This design comes from an exercise in tuning for small area and a short achievable clock period on the open sky130 flow, not from production work.
Only simulation tests tie the RTL to the original design; equivalence was not proved.

==> build 69 <==
// mips_exec_core
module mips_exec_core
(
    input  logic      clock,
    input  logic      reset,
    input  logic      instr_valid,   
    input  mips_pkg::word_t     instr,
    input  mips_pkg::reg_addr_t dbg_addr,      
    output mips_pkg::word_t     result,
    output logic      zero,
    output logic      illegal,
    output mips_pkg::word_t     dbg_data
);
==> flow/config.mk <==
export PLATFORM = sky130hd
export DESIGN_NAME = mips_exec_core
export DESIGN_NICKNAME = mips_exec_core
export VERILOG_FILES = /design/flow/design.v
export SDC_FILE = /design/flow/constraint.sdc
export NUM_CORES = 8
export LEC_CHECK = 0
export ABC_CLOCK_PERIOD_IN_PS = 40000
export CAP_MARGIN = 20
export CELL_PAD_IN_SITES_GLOBAL_PLACEMENT = 2
export CORE_MARGIN = 2
export CORE_UTILIZATION = 50
export CTS_BUF_LIST = sky130_fd_sc_hd__clkbuf_8
export PLACE_DENSITY = 0.6
export SETUP_SLACK_MARGIN = 4
export SLEW_MARGIN = 20
export SYNTH_HIERARCHICAL = 1
==> flow/constraint.sdc <==
create_clock -name core_clock -period 125.0 [get_ports {clock}]
set_input_delay 25.0000 -clock core_clock [delete_from_list [all_inputs] [get_ports {clock}]]
set_output_delay 25.0000 -clock core_clock [all_outputs]
set_load 0.01 [all_outputs]
standard.sh (not shown) runs the stock make flow with config.mk's settings and CLKGATE_MAP_FILE= SYNTH_SCRIPT=/design/flow/synth_recipe.tcl, a recipe that flattens the netlist after the stock synthesis.
==> flow/flow/run.sh <==
#!/bin/bash
# The standard layout (the standard.sh, all steps), except that the
# buffers ORFS puts on the input and output ports are buf_4 cells instead
# of its default delay buffer.  make's output goes to make.log here; each
# ORFS step keeps its own log under orfs/logs/.
set -euo pipefail
export BUFFER_PORTS_ARGS="-buffer_cell sky130_fd_sc_hd__buf_4"
bash standard.sh > make.log 2>&1
==> trial 20: changes against build 69 <==
--- a/flow/design.v
+++ b/flow/design.v
@@ -63,19 +63,10 @@
     assign y = ~((a1 & a2) | b1);
 endmodule
 module c_o21ai (input logic a1, a2, b1, output logic y);
     assign y = ~((a1 | a2) & b1);
 endmodule
-module c_and4 (input logic a, b, c, d, output logic y);
-    assign y = a & b & c & d;
-endmodule
-module c_nor3 (input logic a, b, c, output logic y);
-    assign y = ~(a | b | c);
-endmodule
-module c_a221oi (input logic a1, a2, b1, b2, c1, output logic y);
-    assign y = ~((a1 & a2) | (b1 & b2) | c1);
-endmodule
 `timescale 1ns/1ps
 module rf_read_core
 (
     input  logic [31:1]  sel,
     input  logic         sel_sp0,
@@ -118,64 +109,20 @@
 endmodule
 module rf_read2
 (
     input  logic [31:1]  sel,
     input  logic         sel_sp0,
-    input  logic [991:0] words,      
+    input  logic [991:0] words,
     output logic [31:0]  rd,
     output logic [31:0]  rd_x
 );
+    logic [95:0] n;
+    rf_read_core u_c (.sel(sel), .sel_sp0(sel_sp0), .words(words), .n(n));
     for (genvar j = 0; j < 32; j++) begin : g_bit
-        logic [11:0] t;              
-        logic [2:0]  m;              
-        for (genvar g = 0; g < 10; g++) begin : g_grp
-            c_a222oi u_t (
-                .a1(sel[3*g+1]), .a2(words[32*(3*g)   + j]),
-                .b1(sel[3*g+2]), .b2(words[32*(3*g+1) + j]),
-                .c1(sel[3*g+3]), .c2(words[32*(3*g+2) + j]),
-                .y (t[g]));
-        end
-        c_nand2 u_t31 (.a(sel[31]), .b(words[32*30 + j]), .y(t[10]));
-        c_and4 u_m0 (.a(t[0]), .b(t[1]), .c(t[2]), .d(t[3]), .y(m[0]));
-        c_and4 u_m1 (.a(t[4]), .b(t[5]), .c(t[6]), .d(t[7]), .y(m[1]));
-        if (((32'h200 >> j) & 1) != 0) begin : g_init
-            c_inv  u_t0 (.a(sel_sp0), .y(t[11]));
-            c_and4 u_m2 (.a(t[8]), .b(t[9]), .c(t[10]), .d(t[11]), .y(m[2]));
-        end else begin : g_noinit
-            assign t[11] = 1'b1;
-            c_and3 u_m2 (.a(t[8]), .b(t[9]), .c(t[10]), .y(m[2]));
-        end
-        c_nand3 u_o (.a(m[0]), .b(m[1]), .c(m[2]), .y(rd[j]));
-        c_nand3 u_x (.a(m[0]), .b(m[1]), .c(m[2]), .y(rd_x[j]));
-    end
-endmodule
-module rf_dec
-(
-    input  logic [4:0]  ra,
-    input  logic [31:1] vld,
-    output logic [31:1] sel,         
-    output logic        sel_sp0      
-);
-    logic [4:0] ran;
-    logic [3:0] h;                   
-    logic [7:0] l;                   
-    for (genvar b = 0; b < 5; b++) begin : g_inv
-        c_inv u_i (.a(ra[b]), .y(ran[b]));
-    end
-    for (genvar k = 0; k < 4; k++) begin : g_h
-        c_nor2 u_h (.a(k[1] ? ran[4] : ra[4]), .b(k[0] ? ran[3] : ra[3]), .y(h[k]));
-    end
-    for (genvar k = 0; k < 8; k++) begin : g_l
-        c_nor3 u_l (.a(k[2] ? ran[2] : ra[2]), .b(k[1] ? ran[1] : ra[1]),
-                    .c(k[0] ? ran[0] : ra[0]), .y(l[k]));
-    end
-    for (genvar i = 1; i < 32; i++) begin : g_sel
-        c_and3 u_s (.a(h[i >> 3]), .b(l[i & 7]), .c(vld[i]), .y(sel[i]));
+        c_or3 u_o (.a(n[3*j]), .b(n[3*j+1]), .c(n[3*j+2]), .y(rd[j]));
+        c_or3 u_x (.a(n[3*j]), .b(n[3*j+1]), .c(n[3*j+2]), .y(rd_x[j]));
     end
-    logic vld_sp_n;
-    c_inv  u_v (.a(vld[29]), .y(vld_sp_n));
-    c_and3 u_sp (.a(h[29 >> 3]), .b(l[29 & 7]), .c(vld_sp_n), .y(sel_sp0));
 endmodule
 module regfile
 (
     input  logic        clock,
     input  logic        reset,
@@ -207,13 +154,20 @@
             if (we && (wa == i[4:0])) rf[32*(i-1) +: 32] <= wd;
         end
     end
     logic [31:1] sel0, sel1, sel2;
     logic        sp0_0, sp0_1, sp0_2;
-    rf_dec u_dec0 (.ra(ra0), .vld(vld), .sel(sel0), .sel_sp0(sp0_0));
-    rf_dec u_dec1 (.ra(ra1), .vld(vld), .sel(sel1), .sel_sp0(sp0_1));
-    rf_dec u_dec2 (.ra(ra2), .vld(vld), .sel(sel2), .sel_sp0(sp0_2));
+    always_comb begin
+        for (int i = 1; i < 32; i++) begin
+            sel0[i] = (ra0 == i[4:0]) && vld[i];
+            sel1[i] = (ra1 == i[4:0]) && vld[i];
+            sel2[i] = (ra2 == i[4:0]) && vld[i];
+        end
+    end
+    assign sp0_0 = (ra0 == 5'(29)) && !vld[29];
+    assign sp0_1 = (ra1 == 5'(29)) && !vld[29];
+    assign sp0_2 = (ra2 == 5'(29)) && !vld[29];
     rf_read2 u_rd0 (.sel(sel0), .sel_sp0(sp0_0), .words(rf), .rd(rd0), .rd_x(rd0_x));
     rf_read2 u_rd1 (.sel(sel1), .sel_sp0(sp0_1), .words(rf), .rd(rd1), .rd_x(rd1_x));
     rf_read  u_rd2 (.sel(sel2), .sel_sp0(sp0_2), .words(rf), .rd(rd2));
 endmodule
 `timescale 1ns/1ps
@@ -308,16 +262,15 @@
         .zq     (dv_zq),
         .q      (q_lo)
     );
     logic        op_i, sub;
     logic [31:0] bsel, sum;
-    logic        sum31x;                  
     logic        slt_e, slt_g, z_add;
     assign op_i = instr[29];                  
     assign sub  = !op_i && instr[1];          
     assign bsel = op_i ? {{16{instr[15]}}, instr[15:0]} : (sub ? ~rt_x : rt_x);
-    alu_add      u_add  (.a(a_x), .b(bsel), .ci(sub), .s(sum), .s31x(sum31x));
+    alu_add      u_add  (.a(a_x), .b(bsel), .ci(sub), .s(sum));
     alu_add_zero u_zadd (.a(a_x), .b(bsel), .ci(sub), .z(z_add));
     logic s_sum, s_and, s_or, s_slt, s_hd, s_hm, s_ld, s_lm;
     assign s_sum = op_i || (instr[5] && !instr[2] && !instr[3]);       
     assign s_and = !op_i && instr[5] && instr[2] && !instr[0];
     assign s_or  = !op_i && instr[5] && instr[2] && instr[0];
@@ -326,46 +279,45 @@
     assign s_hm  = !op_i && !instr[5] && !instr[3] && !instr[1] && !hl_div && hl_v;
     assign s_ld  = !op_i && !instr[5] && !instr[3] && instr[1] && hl_div;              
     assign s_lm  = !op_i && !instr[5] && !instr[3] && instr[1] && !hl_div && hl_v;
     assign slt_e = s_slt && (a_x[31] ^ rt_x[31]) && a_x[31];
     assign slt_g = s_slt && !(a_x[31] ^ rt_x[31]);
-    logic [31:0] early, sum_n, rest_n;
-    assign early = ({32{s_and}} & (a_x & rt_x))
-                 | ({32{s_or}}  & (a_x | rt_x))
-                 | ({32{s_hm}}  & hl_b)
-                 | ({32{s_lm}}  & hl_a)
-                 | ({32{s_ld}}  & {hl_q, {(32-KDIV){1'b0}}});
+    logic [31:0] early_n, late_n;
+    assign early_n = ~(({32{s_and}} & (a_x & rt_x))
+                     | ({32{s_or}}  & (a_x | rt_x))
+                     | ({32{s_hm}}  & hl_b)
+                     | ({32{s_lm}}  & hl_a)
+                     | ({32{s_ld}}  & {hl_q, {(32-KDIV){1'b0}}}));
     for (genvar j = 0; j < 32; j++) begin : g_y
-        c_nand2 u_n (.a(s_sum), .b(sum[j]), .y(sum_n[j]));
         if (j < 32 - KDIV) begin : g_q
-            c_a221oi u_r (.a1(s_hd), .a2(rem_f[j]), .b1(s_ld), .b2(q_lo[j]), .c1(early[j]), .y(rest_n[j]));
+            c_a222oi u_l (.a1(s_sum), .a2(sum[j]), .b1(s_hd), .b2(rem_f[j]),
+                          .c1(s_ld), .c2(q_lo[j]), .y(late_n[j]));
         end else begin : g_nq
-            c_a21oi u_r (.a1(s_hd), .a2(rem_f[j]), .b1(early[j]), .y(rest_n[j]));
+            c_a22oi u_l (.a1(s_sum), .a2(sum[j]), .b1(s_hd), .b2(rem_f[j]), .y(late_n[j]));
         end
         if (j == 0) begin : g_slt
             logic slt_n;
-            c_a21oi u_s (.a1(slt_g), .a2(sum31x), .b1(slt_e), .y(slt_n));
-            c_nand3 u_y (.a(sum_n[j]), .b(rest_n[j]), .c(slt_n), .y(y[j]));
-            c_nand3 u_w (.a(sum_n[j]), .b(rest_n[j]), .c(slt_n), .y(y_wd[j]));
+            c_a21oi u_s (.a1(slt_g), .a2(sum[31]), .b1(slt_e), .y(slt_n));
+            c_nand3 u_y (.a(late_n[j]), .b(early_n[j]), .c(slt_n), .y(y[j]));
+            c_nand3 u_w (.a(late_n[j]), .b(early_n[j]), .c(slt_n), .y(y_wd[j]));
         end else begin : g_o
-            c_nand2 u_y (.a(sum_n[j]), .b(rest_n[j]), .y(y[j]));
-            c_nand2 u_w (.a(sum_n[j]), .b(rest_n[j]), .y(y_wd[j]));
+            c_nand2 u_y (.a(late_n[j]), .b(early_n[j]), .y(y[j]));
+            c_nand2 u_w (.a(late_n[j]), .b(early_n[j]), .y(y_wd[j]));
         end
     end
-    logic zs_n, zl_n, zq_n, ze_n;
+    logic zl_n, zq_n, ze_n;
     assign ze_n = !(slt_e
                  || (s_and && ((a_x & rt_x) != '0))
                  || (s_or  && ((a_x | rt_x) != '0))
                  || (s_hm  && (hl_b != '0))
                  || (s_lm  && (hl_a != '0))
                  || (s_ld  && (hl_q != '0)));
-    c_nand2  u_zs (.a(slt_g), .b(sum31x), .y(zs_n));
-    c_a22oi  u_zl (.a1(s_sum), .a2(!z_add), .b1(s_hd), .b2(!dv_zr), .y(zl_n));
+    c_a222oi u_zl (.a1(s_sum), .a2(!z_add), .b1(slt_g), .b2(sum[31]), .c1(s_hd), .c2(!dv_zr), .y(zl_n));
     c_nand2  u_zq (.a(s_ld), .b(!dv_zq), .y(zq_n));
-    c_and4   u_z  (.a(zs_n), .b(zl_n), .c(zq_n), .d(ze_n), .y(zero));
+    c_and3   u_z  (.a(zl_n), .b(zq_n), .c(ze_n), .y(zero));
 endmodule
-module alu_add (input logic [31:0] a, b, input logic ci, output logic [31:0] s, output logic s31x);
+module alu_add (input logic [31:0] a, b, input logic ci, output logic [31:0] s);
     logic p1, g2, p3, g4, p5, g6, p7, g8, p9, g10, p11, g12, p13, g14, p15, g16;
     logic p17, g18, p19, g20, p21, g22, p23, g24, p25, g26, p27, g28, p29, g30, p31, g32;
     logic p33, g34, p35, g36, p37, g38, p39, g40, p41, g42, p43, g44, p45, g46, p47, g48;
     logic p49, g50, p51, g52, p53, g54, p55, g56, p57, g58, p59, g60, p61, g62, p63, g64;
     logic G65, G66, P67, G68, P69, G70, P71, G72, P73, G74, P75, G76, P77, G78, P79, G80;
@@ -692,11 +644,10 @@
     c_xnor2 u_s27 (.a(p55), .b(G303), .y(s[27]));
     c_xnor2 u_s28 (.a(p57), .b(G304), .y(s[28]));
     c_xnor2 u_s29 (.a(p59), .b(G305), .y(s[29]));
     c_xnor2 u_s30 (.a(p61), .b(G306), .y(s[30]));
     c_xnor2 u_s31 (.a(p63), .b(G307), .y(s[31]));
-    c_xnor2 u_s31x (.a(p63), .b(G307), .y(s31x));
 endmodule
 module mul32
 (
     input  logic [31:0] a,
     input  logic [31:0] b,
==> flow/run.sh (new file) <==
#!/bin/bash
# synth_recipe.tcl (not shown) runs the flow's synth.tcl, then flattens the netlist and writes it again
# the make line also repeats each setting of config.mk as NAME=value (left out here)
make -C /OpenROAD-flow-scripts/flow DESIGN_CONFIG=/design/flow/config.mk WORK_HOME=/design/flow/orfs CLKGATE_MAP_FILE= SYNTH_SCRIPT=/design/flow/synth_recipe.tcl finish
--- a/flow/config.mk
+++ b/flow/config.mk
@@ -7,11 +7,10 @@
 export LEC_CHECK = 0
 export ABC_CLOCK_PERIOD_IN_PS = 40000
 export CAP_MARGIN = 20
 export CELL_PAD_IN_SITES_GLOBAL_PLACEMENT = 2
 export CORE_MARGIN = 2
-export CORE_UTILIZATION = 50
-export CTS_BUF_LIST = sky130_fd_sc_hd__clkbuf_8
-export PLACE_DENSITY = 0.6
+export CORE_UTILIZATION = 55
+export PLACE_DENSITY = 0.65
 export SETUP_SLACK_MARGIN = 4
 export SLEW_MARGIN = 20
 export SYNTH_HIERARCHICAL = 1
removed: flow/flow/run.sh
removed: flow/standard.sh
==> notes.md <==
Build 69 finished clean. Trial 20 finished with timing, DRC and antenna clean.
Design area: trial 20 is smaller than build 69 (about 0.9%).
Against trial 20, the area after synthesis of build 69 is higher by about 0.9%.
In trial 20 the register-to-register slack is better than in build 69, by 600 ps.
Clock skew: build 69 is higher than trial 20 (71 ps).
Wire length: trial 20 is lower than build 69 (about 6%).
In build 69 the final cell count is higher than in trial 20, by about 4%.

-- re-timing with driven ports --
The flow's constraints put no driver on any port. The routed layouts listed below were extracted and timed again, unchanged, in two steps. Step 1, drivers: a clkbuf_16 drives clock and a buf_2 each remaining input, both assumed. Step 2 also shifts input and output timing later by t, the mid clock arrival at the registers, as if the neighbouring blocks saw the same clock. Slacks: no drivers / after step 1 / after step 2; pairs: no drivers / after step 1.
| run | shift t [ns] | setup slack, ns | worst setup path after step 2 | worst data-port slew with drivers (ns) | pins driven straight from the clock port |
|---|---|---|---|---|---|
| build 69 | 1.086 | 69.208 / 69.183 / 68.891 | input to register | 0.12 | 1 |
| trial 20 | 0.890 | 67.681 / 67.651 / 67.651 | input to output | 0.04 | 1 |
After both steps every run listed still meets setup and hold. The setup slack of build 69, which loses most, moves by -0.025 ns with the drivers and by -0.317 ns with both steps.
